Background: an optimization exercise with open tools, aiming at small area. Do not read the settings as production practice.
Only simulation tests tie the RTL to the original design; equivalence was not proved.
Power and IR drop assume default switching activity. The clock port is modelled as an ideal driver; clocking choices that lean on that would not hold on a real chip.

== job 1074 ==
Design jesd204_tx_src_fifo, start of the top module:
module jesd204_tx_src_fifo #(
   parameter int unsigned LANES  = 4,
   parameter int unsigned DEPTH  = 16,
   parameter int unsigned THRESH = 8
) (
   input  logic                       CLK,
   input  logic                       RST_n,
   input  logic                       S_VALID,
   output logic                       S_READY,
   input  jesd204_tx_pkg::lane_word_t [LANES-1:0]     S_DATA,
   input  logic                       RDY,
   output jesd204_tx_pkg::lane_word_t [LANES-1:0]     DI,
   output logic [$clog2(DEPTH):0]     LEVEL,
   output logic                       UNDERFLOW,
   input  logic                       CLR_ERR
);
Size: about 3,600 cells after synthesis, about 270 I/O pins, about 74,000 µm² of cells after synthesis.
make LEC_CHECK=0 CAP_MARGIN=0 CORE_MARGIN=2 CORE_UTILIZATION=60 CTS_BUF_LIST=sky130_fd_sc_hd__clkbuf_16 CTS_CLUSTER_DIAMETER=60 CTS_CLUSTER_SIZE=24 SLEW_MARGIN=0 finish   # period 5.0 ns
run.sh (not shown) runs the stock make flow with config.mk's settings and CLKGATE_MAP_FILE= SYNTH_SCRIPT=/design/flow/synth_recipe.tcl, a recipe that flattens the netlist after the stock synthesis.
#### Input delta (job 9842 over job 1074)
- changing SLEW_MARGIN from 0 to 20
- removing CTS_CLUSTER_SIZE (formerly 24)
- removing CTS_BUF_LIST (formerly sky130_fd_sc_hd__clkbuf_16)
- changing CORE_UTILIZATION from 60 to 40
- removing CTS_CLUSTER_DIAMETER (formerly 60)
- changing CAP_MARGIN from 0 to 20
## What came out
Clock-pin slew of the registers on the worst-case setup and hold paths | job 9842 below job 1074
Via count of the first global-routing pass ended up about 1.4% lower on job 9842 than on job 1074.
Job 9842 ends up with lower combinational share of power than job 1074 does.
In the tables for job 9842 and job 1074, final weighted congestion of routability-driven global placement reads lower with job 9842.
In the floorplan summary, job 9842 is listed with a die area greater than that of job 1074.
Between job 9842 and job 1074, it is job 9842 whose clock skew is higher, by 34 ps.
Max proportion of power drawn by the clock network across job 9842 and job 1074: job 9842
Wire length reported by the detailed router: job 9842 and job 1074 compared, higher one is job 9842
Switching power of the nets in job 9842 is 11% higher than in job 1074
Job 1074 -> job 9842: first-pass GRT wire length increased by a few percent
Comparing clock latency reported for the late side of the worst-skew pair for job 9842 and job 1074, the bigger number came from job 9842.
Inputs modified between job 9842 and job 9240:
- CTS_CLUSTER_SIZE: unset -> 14
- SLEW_MARGIN: 20 -> 0
- CTS_CLUSTER_DIAMETER: unset -> 40
- CORE_UTILIZATION: 40 -> 60
- CTS_BUF_LIST: unset -> sky130_fd_sc_hd__clkbuf_8
- CAP_MARGIN: 20 -> 0
Job 9842: no failed stages, no open violations at the end
Both conditions hold for job 9240: the flow ran to the end and the final layout passed the timing, DRC and antenna checks.
When job 9240 is set beside job 9842, its part of the power in combinational logic turns out to be 0.3 points larger.
Job 9842 has a lower met3 routed wirelength than job 9240.
On post-route fraction of the period consumed by the critical path: job 9240 sits above job 9842.
Comparing job 9240 and job 9842, the lower initial antenna violation count is on job 9240.
Comparing job 9240 and job 9842, sequential share of layout area is lower on job 9842.

========
nickel:
The RTL this note starts from:
==> flow/design.v <==
package jesd204_tx_pkg;
   typedef logic [31:0] lane_word_t;
   typedef enum logic [1:0] {
      IDLE,
      PRIME,
      RUN
   } src_fifo_state_t;
endpackage
module jesd204_tx_sdpram #(
   parameter int unsigned Lanes = 4,
   parameter int unsigned Rows  = 16
) (
   input  logic                       clk_i,
   input  logic [Rows-1:0]            wr_row_i,
   input  logic [Rows-1:0]            hold_row_i,
   input  jesd204_tx_pkg::lane_word_t [Lanes-1:0]     wr_data_i,
   input  logic [Rows-1:0]            rd_row_i,
   output jesd204_tx_pkg::lane_word_t [Lanes-1:0]     rd_data_o
);
   localparam int unsigned W = Lanes * 32;
   logic [Rows-1:0][W-1:0] mem_q;
   logic [W-1:0]           wr_bits;
   logic [W-1:0]           rd_bits;
   assign wr_bits = wr_data_i;
   for (genvar i = 0; i < Rows; i++) begin : g_row
      always_ff @(posedge clk_i) begin
         mem_q[i] <= (wr_bits  & {W{wr_row_i[i]}})
                   | (mem_q[i] & {W{hold_row_i[i]}});
      end
   end
   always_comb begin
      rd_bits = '0;
      for (int i = 0; i < Rows; i++) begin
         rd_bits = rd_bits | ({W{rd_row_i[i]}} & mem_q[i]);
      end
   end
   assign rd_data_o = rd_bits;
endmodule
module jesd204_tx_src_fifo #(
   parameter int unsigned LANES  = 4,
   parameter int unsigned DEPTH  = 16,
   parameter int unsigned THRESH = 8
) (
   input  logic                       CLK,
   input  logic                       RST_n,
   input  logic                       S_VALID,
   output logic                       S_READY,
   input  jesd204_tx_pkg::lane_word_t [LANES-1:0]     S_DATA,
   input  logic                       RDY,
   output jesd204_tx_pkg::lane_word_t [LANES-1:0]     DI,
   output logic [$clog2(DEPTH):0]     LEVEL,
   output logic                       UNDERFLOW,
   input  logic                       CLR_ERR
);
   localparam int unsigned PW   = $clog2(DEPTH) + 1;
   localparam int unsigned ROWS = (THRESH + 1 < DEPTH) ? THRESH + 1 : DEPTH;
   localparam int unsigned MAXL = (THRESH + 1 < DEPTH) ? THRESH + 1 : DEPTH;
   localparam int unsigned LW   = $clog2(MAXL + 1);
   jesd204_tx_pkg::src_fifo_state_t state_q, state_d;
   logic [LW-1:0]   level_q, level_d;
   logic [ROWS-1:0] wr_oh_q, wr_oh_d;      
   logic [ROWS-1:0] wr_ohn_q;              
   logic [ROWS-1:0] rd_oh_q, rd_oh_d;      
   logic [ROWS-1:0] di_row_q;              
   logic            underflow_q, underflow_d;
   logic            full, empty, push, wr_en, pop, flush, uf_set, reach;
   logic [ROWS-1:0] wr_row, hold_row;
   assign full  = (LW'(DEPTH) == level_q) && (DEPTH <= MAXL);
   assign empty = (level_q == '0);
   assign S_READY = !full || (state_q == jesd204_tx_pkg::IDLE);
   assign push    = S_VALID && S_READY;
   assign wr_en   = push && !flush;
   assign LEVEL   = PW'(level_q);
   assign reach = ({1'b0, level_q} + (LW + 1)'(push)) >= (LW + 1)'(THRESH);
   always_comb begin
      state_d = state_q;
      pop     = 1'b0;
      flush   = 1'b0;
      uf_set  = 1'b0;
      unique case (state_q)
         jesd204_tx_pkg::IDLE: begin
            flush = 1'b1;
            state_d = jesd204_tx_pkg::PRIME;
         end
         jesd204_tx_pkg::PRIME: begin
            if (reach) begin
               state_d = jesd204_tx_pkg::RUN;
            end
         end
         jesd204_tx_pkg::RUN: begin
            if (empty) begin
               uf_set  = 1'b1;
               state_d = jesd204_tx_pkg::PRIME;
            end else begin
               pop = 1'b1;
            end
         end
         default: state_d = jesd204_tx_pkg::IDLE;
      endcase
      if (!RDY) begin
         state_d = jesd204_tx_pkg::IDLE;
         pop     = 1'b0;
         uf_set  = 1'b0;
      end
   end
   always_comb begin
      level_d = level_q;
      wr_oh_d = wr_oh_q;
      rd_oh_d = rd_oh_q;
      if (flush) begin
         level_d = '0;
         rd_oh_d = wr_oh_q;
      end else begin
         if (wr_en) begin
            wr_oh_d = {wr_oh_q[ROWS-2:0], wr_oh_q[ROWS-1]};
         end
         if (pop) begin
            rd_oh_d = {rd_oh_q[ROWS-2:0], rd_oh_q[ROWS-1]};
         end
         level_d = level_q + LW'(wr_en) - LW'(pop);
      end
   end
   assign underflow_d = uf_set || (underflow_q && !CLR_ERR);
   always_ff @(posedge CLK or negedge RST_n) begin
      if (!RST_n) begin
         state_q     <= jesd204_tx_pkg::IDLE;
         level_q     <= '0;
         wr_oh_q     <= ROWS'(1);
         wr_ohn_q    <= ~ROWS'(1);
         rd_oh_q     <= ROWS'(1);
         di_row_q    <= '0;
         underflow_q <= 1'b0;
      end else begin
         state_q     <= state_d;
         level_q     <= level_d;
         wr_oh_q     <= wr_oh_d;
         wr_ohn_q    <= ~wr_oh_d;
         rd_oh_q     <= rd_oh_d;
         di_row_q    <= pop ? rd_oh_q : '0;
         underflow_q <= underflow_d;
      end
   end
   assign UNDERFLOW = underflow_q;
   for (genvar i = 0; i < ROWS; i++) begin : g_row
      assign wr_row[i]   = wr_en && wr_oh_q[i];
      assign hold_row[i] = wr_ohn_q[i] || full;
   end
   jesd204_tx_sdpram #(
      .Lanes (LANES),
      .Rows  (ROWS)
   ) u_ram (
      .clk_i      (CLK),
      .wr_row_i   (wr_row),
      .hold_row_i (hold_row),
      .wr_data_i  (S_DATA),
      .rd_row_i   (di_row_q),
      .rd_data_o  (DI)
   );
endmodule
==> flow/config.mk <==
export PLATFORM = sky130hd
export DESIGN_NAME = jesd204_tx_src_fifo
export DESIGN_NICKNAME = jesd204_tx_src_fifo
export VERILOG_FILES = /design/flow/design.v
export SDC_FILE = /design/flow/constraint.sdc
export NUM_CORES = 4
export LEC_CHECK = 0
export CAP_MARGIN = 0
export CORE_MARGIN = 2
export CORE_UTILIZATION = 60
export SLEW_MARGIN = 0

export BUFFER_PORTS_ARGS = -buffer_cell sky130_fd_sc_hd__buf_1
export CTS_ARGS = -sink_clustering_enable -repair_clock_nets -dont_use_dummy_load -buf_list sky130_fd_sc_hd__clkbuf_16 -sink_clustering_size 24 -sink_clustering_max_diameter 60
==> flow/constraint.sdc <==
create_clock -name core_clock -period 5.0 [get_ports {CLK}]
set_input_delay 1.0000 -clock core_clock [delete_from_list [all_inputs] [get_ports {CLK}]]
set_output_delay 1.0000 -clock core_clock [all_outputs]
set_load 0.01 [all_outputs]
standard.sh (not shown) runs the stock make flow with config.mk's settings and CLKGATE_MAP_FILE= SYNTH_SCRIPT=/design/flow/synth_recipe.tcl, a recipe that flattens the netlist after the stock synthesis.
==> flow/flow/run.sh <==
#!/bin/bash
# Own layout flow: the standard flow (standard.sh, unchanged synthesis) with two
# placement/CTS arguments changed:
#  - port buffers use the smallest buffer cell (buf_1) instead of the tool's default pick;
#  - CTS builds its tree without dummy loads, from clkbuf_16 leaf clusters.
# Everything else, including config.mk's settings in config.mk, is the standard flow.
set -euo pipefail
here=$(pwd)
{
  echo ""
  echo "export BUFFER_PORTS_ARGS = -buffer_cell sky130_fd_sc_hd__buf_1"
  echo "export CTS_ARGS = -sink_clustering_enable -repair_clock_nets -dont_use_dummy_load -buf_list sky130_fd_sc_hd__clkbuf_16 -sink_clustering_size 24 -sink_clustering_max_diameter 60"
} >> "$here/config.mk"
bash "$here/standard.sh" > "$here/standard_flow.log" 2>&1
## Diff of input files: quartz against nickel
- CTS_ARGS: -sink_clustering_enable -repair_clock_nets -dont_use_dummy_load -buf_list sky130_fd_sc_hd__clkbuf_16 -sink_clustering_size 24 -sink_clustering_max_diameter 60 -> -sink_clustering_enable -repair_clock_nets -dont_use_dummy_load -buf_list sky130_fd_sc_hd__clkbuf_16 -sink_clustering_size 28 -sink_clustering_max_diameter 75
diff --git a/flow/flow/run.sh b/flow/flow/run.sh
--- a/flow/flow/run.sh
+++ b/flow/flow/run.sh
@@ -10,5 +10,5 @@
   echo ""
   echo "export BUFFER_PORTS_ARGS = -buffer_cell sky130_fd_sc_hd__buf_1"
-  echo "export CTS_ARGS = -sink_clustering_enable -repair_clock_nets -dont_use_dummy_load -buf_list sky130_fd_sc_hd__clkbuf_16 -sink_clustering_size 24 -sink_clustering_max_diameter 60"
+  echo "export CTS_ARGS = -sink_clustering_enable -repair_clock_nets -dont_use_dummy_load -buf_list sky130_fd_sc_hd__clkbuf_16 -sink_clustering_size 28 -sink_clustering_max_diameter 75"
 } >> "$here/config.mk"
 bash "$here/standard.sh" > "$here/standard_flow.log" 2>&1
==> notes.md <==
quartz has completed all stages; timing, DRC and antenna checks passed. Going from nickel to quartz, met3 routing resource usage after global routing shows a reduction of 0.68 points; finished layout cell area now smaller; total of clock buffers placed in the layout down 20; fraction of area in multi-input gates saw an increase. Power per standard cell area sits lower in quartz than in nickel.
For tundra, these inputs were changed with respect to quartz:
- setting CTS_CLUSTER_DIAMETER to 50 for the first time
- setting CTS_BUF_LIST to sky130_fd_sc_hd__clkbuf_16 for the first time
- changing CORE_UTILIZATION from 60 to 70
- removing CTS_ARGS (formerly -sink_clustering_enable -repair_clock_nets -dont_use_dummy_load -buf_list sky130_fd_sc_hd__clkbuf_16 -sink_clustering_size 28 -sink_clustering_max_diameter 75)
- removing BUFFER_PORTS_ARGS (formerly -buffer_cell sky130_fd_sc_hd__buf_1)
- setting CTS_CLUSTER_SIZE to 30 for the first time
==> flow/run.sh (new file) <==
#!/bin/bash
# synth_recipe.tcl (not shown) runs the flow's synth.tcl, then flattens the netlist and writes it again
# the make line also repeats each setting of config.mk as NAME=value (left out here)
make -C /OpenROAD-flow-scripts/flow DESIGN_CONFIG=/design/flow/config.mk WORK_HOME=/design/flow/orfs CLKGATE_MAP_FILE= SYNTH_SCRIPT=/design/flow/synth_recipe.tcl finish
removed: flow/flow/run.sh
removed: flow/standard.sh
### Flow results
Detailed placement HPWL: quartz and tundra compared, higher one is quartz
The higher area added between synthesis and finish came out of tundra.
The overall global routing resource usage in tundra was higher than what quartz gave.
Higher clock network fraction of design power was reported by tundra, not quartz.
Compared with quartz, tundra shows final estimated routing congestion in global placement that has gone up slightly.
Re sequential share of layout area: tundra is 4.0 points down on quartz.
Diff quartz -> tundra | total power | up by more than 10%
Where minimum period implied by the final worst setup slack is concerned, quartz is better than tundra.
tundra has less setup slack than quartz.
Placeable core region is lower on tundra
The higher layout cell share with drive strength beyond 1 came out of tundra.
For xenon, these inputs were changed with respect to tundra:
- CTS_BUF_LIST no longer set, was sky130_fd_sc_hd__clkbuf_16
- CTS_CLUSTER_DIAMETER no longer set, was 50
- BUFFER_PORTS_ARGS now -buffer_cell sky130_fd_sc_hd__buf_1, previously not set
- CTS_ARGS now -sink_clustering_enable -repair_clock_nets -dont_use_dummy_load -buf_list sky130_fd_sc_hd__clkbuf_16 -sink_clustering_size 30 -sink_clustering_max_diameter 90, previously not set
- CTS_CLUSTER_SIZE no longer set, was 30
- CORE_UTILIZATION now 60, was 70
==> flow/flow/run.sh (new file) <==
#!/bin/bash
# Own layout flow: the standard flow (standard.sh, unchanged synthesis) with two
# placement/CTS arguments changed:
#  - port buffers use the smallest buffer cell (buf_1) instead of the tool's default pick;
#  - CTS builds its tree without dummy loads, from clkbuf_16 leaf clusters.
# Everything else, including config.mk's settings in config.mk, is the standard flow.
set -euo pipefail
here=$(pwd)
{
  echo ""
  echo "export BUFFER_PORTS_ARGS = -buffer_cell sky130_fd_sc_hd__buf_1"
  echo "export CTS_ARGS = -sink_clustering_enable -repair_clock_nets -dont_use_dummy_load -buf_list sky130_fd_sc_hd__clkbuf_16 -sink_clustering_size 30 -sink_clustering_max_diameter 90"
} >> "$here/config.mk"
bash "$here/standard.sh" > "$here/standard_flow.log" 2>&1
==> flow/standard.sh (new file) <==
#!/bin/bash
# synth_recipe.tcl (not shown) runs the flow's synth.tcl, then flattens the netlist and writes it again
# the make line also repeats each setting of config.mk as NAME=value (left out here)
make -C /OpenROAD-flow-scripts/flow DESIGN_CONFIG=/design/flow/config.mk WORK_HOME=/design/flow/orfs CLKGATE_MAP_FILE= SYNTH_SCRIPT=/design/flow/synth_recipe.tcl "${@:-finish}"
removed: flow/run.sh
- Per the comparison of xenon with tundra, placement-stage worst setup slack climbed 0.37 ns, core box area higher, count of plain and timing-repair buffers saw a decrease.
- Summary of xenon over tundra: largest net degree at the start of global routing fell by about 17%, clock period minus worst slack fell by 0.39 ns, arrival time at the worst endpoint fell by 0.39 ns, wire length after detailed routing rose by about 1.4%.
- Taking tundra as the reference, in xenon final cell count now sits higher; switching part of the total power down 2.5 points; number of buffers created by CTS down 48%.

-- static timing again, ports no longer ideal --
The results above use ideal ports. As a check the final layouts listed here were re-extracted and re-timed, cells and wires unchanged. Step 1: set_driving_cell puts a clkbuf_16 on CLK and a buf_2 on each other input, an assumption about the parent block. Step 2 times the ports against the registers' clock, not the clock port: input delays grow and output delays shrink by t, the midpoint of the rising clock arrivals with the driver on. a / b / c = no drivers / after step 1 / after step 2; a / b = the first two.
run | shift t [ns] | setup slack, ns | worst register clock-pin slew, ns
job 1074 | 0.835 | 0.271 / 0.188 / 1.023 | 0.09 / 0.09
job 9842 | 0.911 | 0.440 / 0.360 / 1.048 | 0.06 / 0.06
job 9240 | 1.016 | 0.125 / 0.049 / 1.065 | 0.09 / 0.09
nickel | 0.696 | 1.070 / 1.000 / 1.620 | 0.10 / 0.10
quartz | 0.712 | 1.069 / 0.999 / 1.608 | 0.11 / 0.11
tundra | 0.732 | 0.702 / 0.633 / 1.273 | 0.10 / 0.10
xenon | 0.682 | 1.088 / 1.019 / 1.595 | 0.12 / 0.12
After both steps setup and hold are still met in every run listed.
